What follows belongs to an exercise in optimizing a design on an open flow for small area; a production flow would make more cautious choices.
In this exercise RTL edits were held to simulation tests only and were not proved equivalent to the original.
Power figures rest on the tool's default switching activity, not on a simulated workload. No driver is modelled on the clock port, so clocking that relies on it looks cheaper here than on a real chip.

## run A
## rv_regfile_sb
module rv_regfile_sb #(
  parameter  int XLEN   = 32,
  parameter  int NREGS  = 32,
  parameter  int NRD    = 2,
  parameter  int BYPASS = 1,
  localparam int AW     = $clog2(NREGS)
) (
  input  logic                clk,
  input  logic                rst_n,
  input  logic [NRD*AW-1:0]   rd_addr,
  output logic [NRD*XLEN-1:0] rd_data,
  output logic [NRD-1:0]      rd_ready,
  input  logic                alloc_en,
  input  logic [AW-1:0]       alloc_addr,
  input  logic                wr_en,
  input  logic [AW-1:0]       wr_addr,
  input  logic [XLEN-1:0]     wr_data,
  input  logic                clear_req,
  output logic                clear_busy,
  output logic [NREGS-1:0]    pending
);
Settings: LEC_CHECK=0, CAP_MARGIN=20, CORE_MARGIN=2, CORE_UTILIZATION=68, CTS_BUF_LIST=sky130_fd_sc_hd__clkbuf_16, CTS_CLUSTER_DIAMETER=100, CTS_CLUSTER_SIZE=30, PLACE_DENSITY=0.78, SLEW_MARGIN=20, SYNTH_HIERARCHICAL=1, SYNTH_MINIMUM_KEEP_SIZE=0; clock period 7.0 ns.
standard.sh (not shown) runs the stock make flow with config.mk's settings and CLKGATE_MAP_FILE= SYNTH_SCRIPT=/design/flow/synth_recipe.tcl, a recipe that flattens the netlist after the stock synthesis.
==> flow/flow/run.sh <==
#!/bin/bash
# Layout flow: the standard ORFS flow (standard.sh), unchanged synthesis,
# floorplan, power grid and routing, with two placement/CTS options changed:
#  - ports are buffered with the small sky130_fd_sc_hd__buf_1 (repair_design
#    still upsizes any that need it) instead of ORFS's default choice;
#  - clock tree synthesis does not insert dummy loads, with larger sink
#    clusters on clkbuf_16.
# The full output of make and every tool goes to flow_make.log here; ORFS
# keeps each step's own log under orfs/logs/.
set -euo pipefail
bash standard.sh \
  "BUFFER_PORTS_ARGS=-buffer_cell sky130_fd_sc_hd__buf_1" \
  "CTS_ARGS=-sink_clustering_enable -repair_clock_nets -dont_use_dummy_load -buf_list sky130_fd_sc_hd__clkbuf_16 -sink_clustering_size 30 -sink_clustering_max_diameter 100" \
  finish > flow_make.log 2>&1
## Diff of input files: run B against run A
- CORE_UTILIZATION now 55, was 68
- PLACE_DENSITY now 0.65, was 0.78
--- a/flow/flow/run.sh
+++ b/flow/flow/run.sh
@@ -6,3 +6,5 @@
 #  - clock tree synthesis does not insert dummy loads, with larger sink
-#    clusters on clkbuf_16.
+#    clusters on clkbuf_16;
+#  - after global routing, ORFS's power recovery (RECOVER_POWER) downsizes
+#    gates on paths that have slack to spare.
 # The full output of make and every tool goes to flow_make.log here; ORFS
@@ -13,2 +15,3 @@
   "CTS_ARGS=-sink_clustering_enable -repair_clock_nets -dont_use_dummy_load -buf_list sky130_fd_sc_hd__clkbuf_16 -sink_clustering_size 30 -sink_clustering_max_diameter 100" \
+  RECOVER_POWER=100 \
   finish > flow_make.log 2>&1
==> comparison <==
For post-route cell area, run B and run A come out practically identical. Changes observed in run B relative to run A: fill cell instance count of the final layout saw an increase, setup slack of the critical path after layout saw a decrease. Re per-cell via count in the routed design: run B is 9.7% down on run A. Run B: complete, dirty (capacitance limit, slew limit). Comparing run A and run B, the higher worst hold slack was measured on run A. | die area | run B vs run A | about 23% higher |. Going from run A to run B, non-clock buffer count now larger; sequential fraction of design power comparable; share of power burned in combinational logic comparable.
For run C, these inputs were changed with respect to run B:
- swapping 0.65 for 0.72 in PLACE_DENSITY
- swapping 55 for 62 in CORE_UTILIZATION
--- a/flow/flow/run.sh
+++ b/flow/flow/run.sh
@@ -6,5 +6,3 @@
 #  - clock tree synthesis does not insert dummy loads, with larger sink
-#    clusters on clkbuf_16;
-#  - after global routing, ORFS's power recovery (RECOVER_POWER) downsizes
-#    gates on paths that have slack to spare.
+#    clusters on clkbuf_16.
 # The full output of make and every tool goes to flow_make.log here; ORFS
@@ -15,3 +13,2 @@
   "CTS_ARGS=-sink_clustering_enable -repair_clock_nets -dont_use_dummy_load -buf_list sky130_fd_sc_hd__clkbuf_16 -sink_clustering_size 30 -sink_clustering_max_diameter 100" \
-  RECOVER_POWER=100 \
   finish > flow_make.log 2>&1
--- outcome ---
Run C finished end to end and its layout was clean on timing, DRC and antenna.
Compared to run B, run C has placed wire-length estimate after detailed placement about 2.6% lower.
Diff run B and run C: via count lower in run B
Diff run B -> run C: sequential share of layout area about even; non-clock buffer contribution to total cell area rose 0.28 points; power in combinational cells about even; mean post-synth cell area about even; iteration-0 DRC count of the detailed router rose 12%.
Input changes introduced in run D (baseline for comparison: run C):
- PLACE_DENSITY: 0.72 -> 0.65
- CORE_UTILIZATION: 62 -> 55
==> results.txt <==
- Critical path's slowest cell = sky130_fd_sc_hd__buf_1: run C; critical path's slowest cell = sky130_fd_sc_hd__nor4b_1: run D
- NOTE: critical path depth in run D exceeds that of run C
- Summary of run D over run C: power density over cell area level, via count of the first global-routing pass was more or less identical.
- Run D ended with more cell area reported after detailed placement than run C.
- Run C has lower total power than run D.
Relative to run D, the following input files were edited for run E:
- CORE_UTILIZATION: 55 -> 62
- PLACE_DENSITY: 0.65 -> 0.82
==> results.txt <==
Comparing run D with run E, the endpoint arrival time on the critical path came out essentially unchanged.
Run E reports a higher sequential portion of the cell area than run D does.
In the flow results for run E and run D, the vertical die dimension is smaller on run E.
Run E: net switching share of the total power is 0.39 points lower than what run D reported.
Routed wire in run E totals less than in run D.
The total iterations of the first detailed-routing run reported for run E is smaller than that of run D by 1.
Overall power: higher on run D
Run E ran to completion and came out clean on the timing, DRC and antenna checks.

-- static timing again, ports no longer ideal --
No port has a modelled driver above. Below, the same layouts with a new extraction and two added sets of constraints. Step 1: set_driving_cell puts a clkbuf_16 on clk and a buf_2 on each other input, an assumption about the parent block. Step 2 also shifts input and output timing later by t, the mid clock arrival at the registers, as if the neighbouring blocks saw the same clock. Slacks: ideal ports / drivers / drivers and shift; pairs: ideal ports / drivers.
| run | t, ns | setup slack, ns | worst setup path at the end | clock arrival spread, ns | worst slew at a driven data input, ns |
|---|---|---|---|---|---|
| run A | 0.670 | 0.535 / 0.504 / 0.504 | input to output | 0.082 / 0.082 | 0.09 |
| run B | 0.679 | 0.261 / 0.226 / 0.226 | input to output | 0.065 / 0.066 | 0.11 |
| run C | 0.684 | 0.412 / 0.361 / 0.361 | input to output | 0.074 / 0.073 | 0.07 |
| run D | 0.682 | 0.422 / 0.391 / 0.391 | input to output | 0.067 / 0.067 | 0.08 |
| run E | 0.683 | 0.413 / 0.386 / 0.386 | input to output | 0.060 / 0.060 | 0.16 |
The setup slack of run C, which loses most, moves by -0.051 ns with the drivers and by -0.051 ns with both steps.
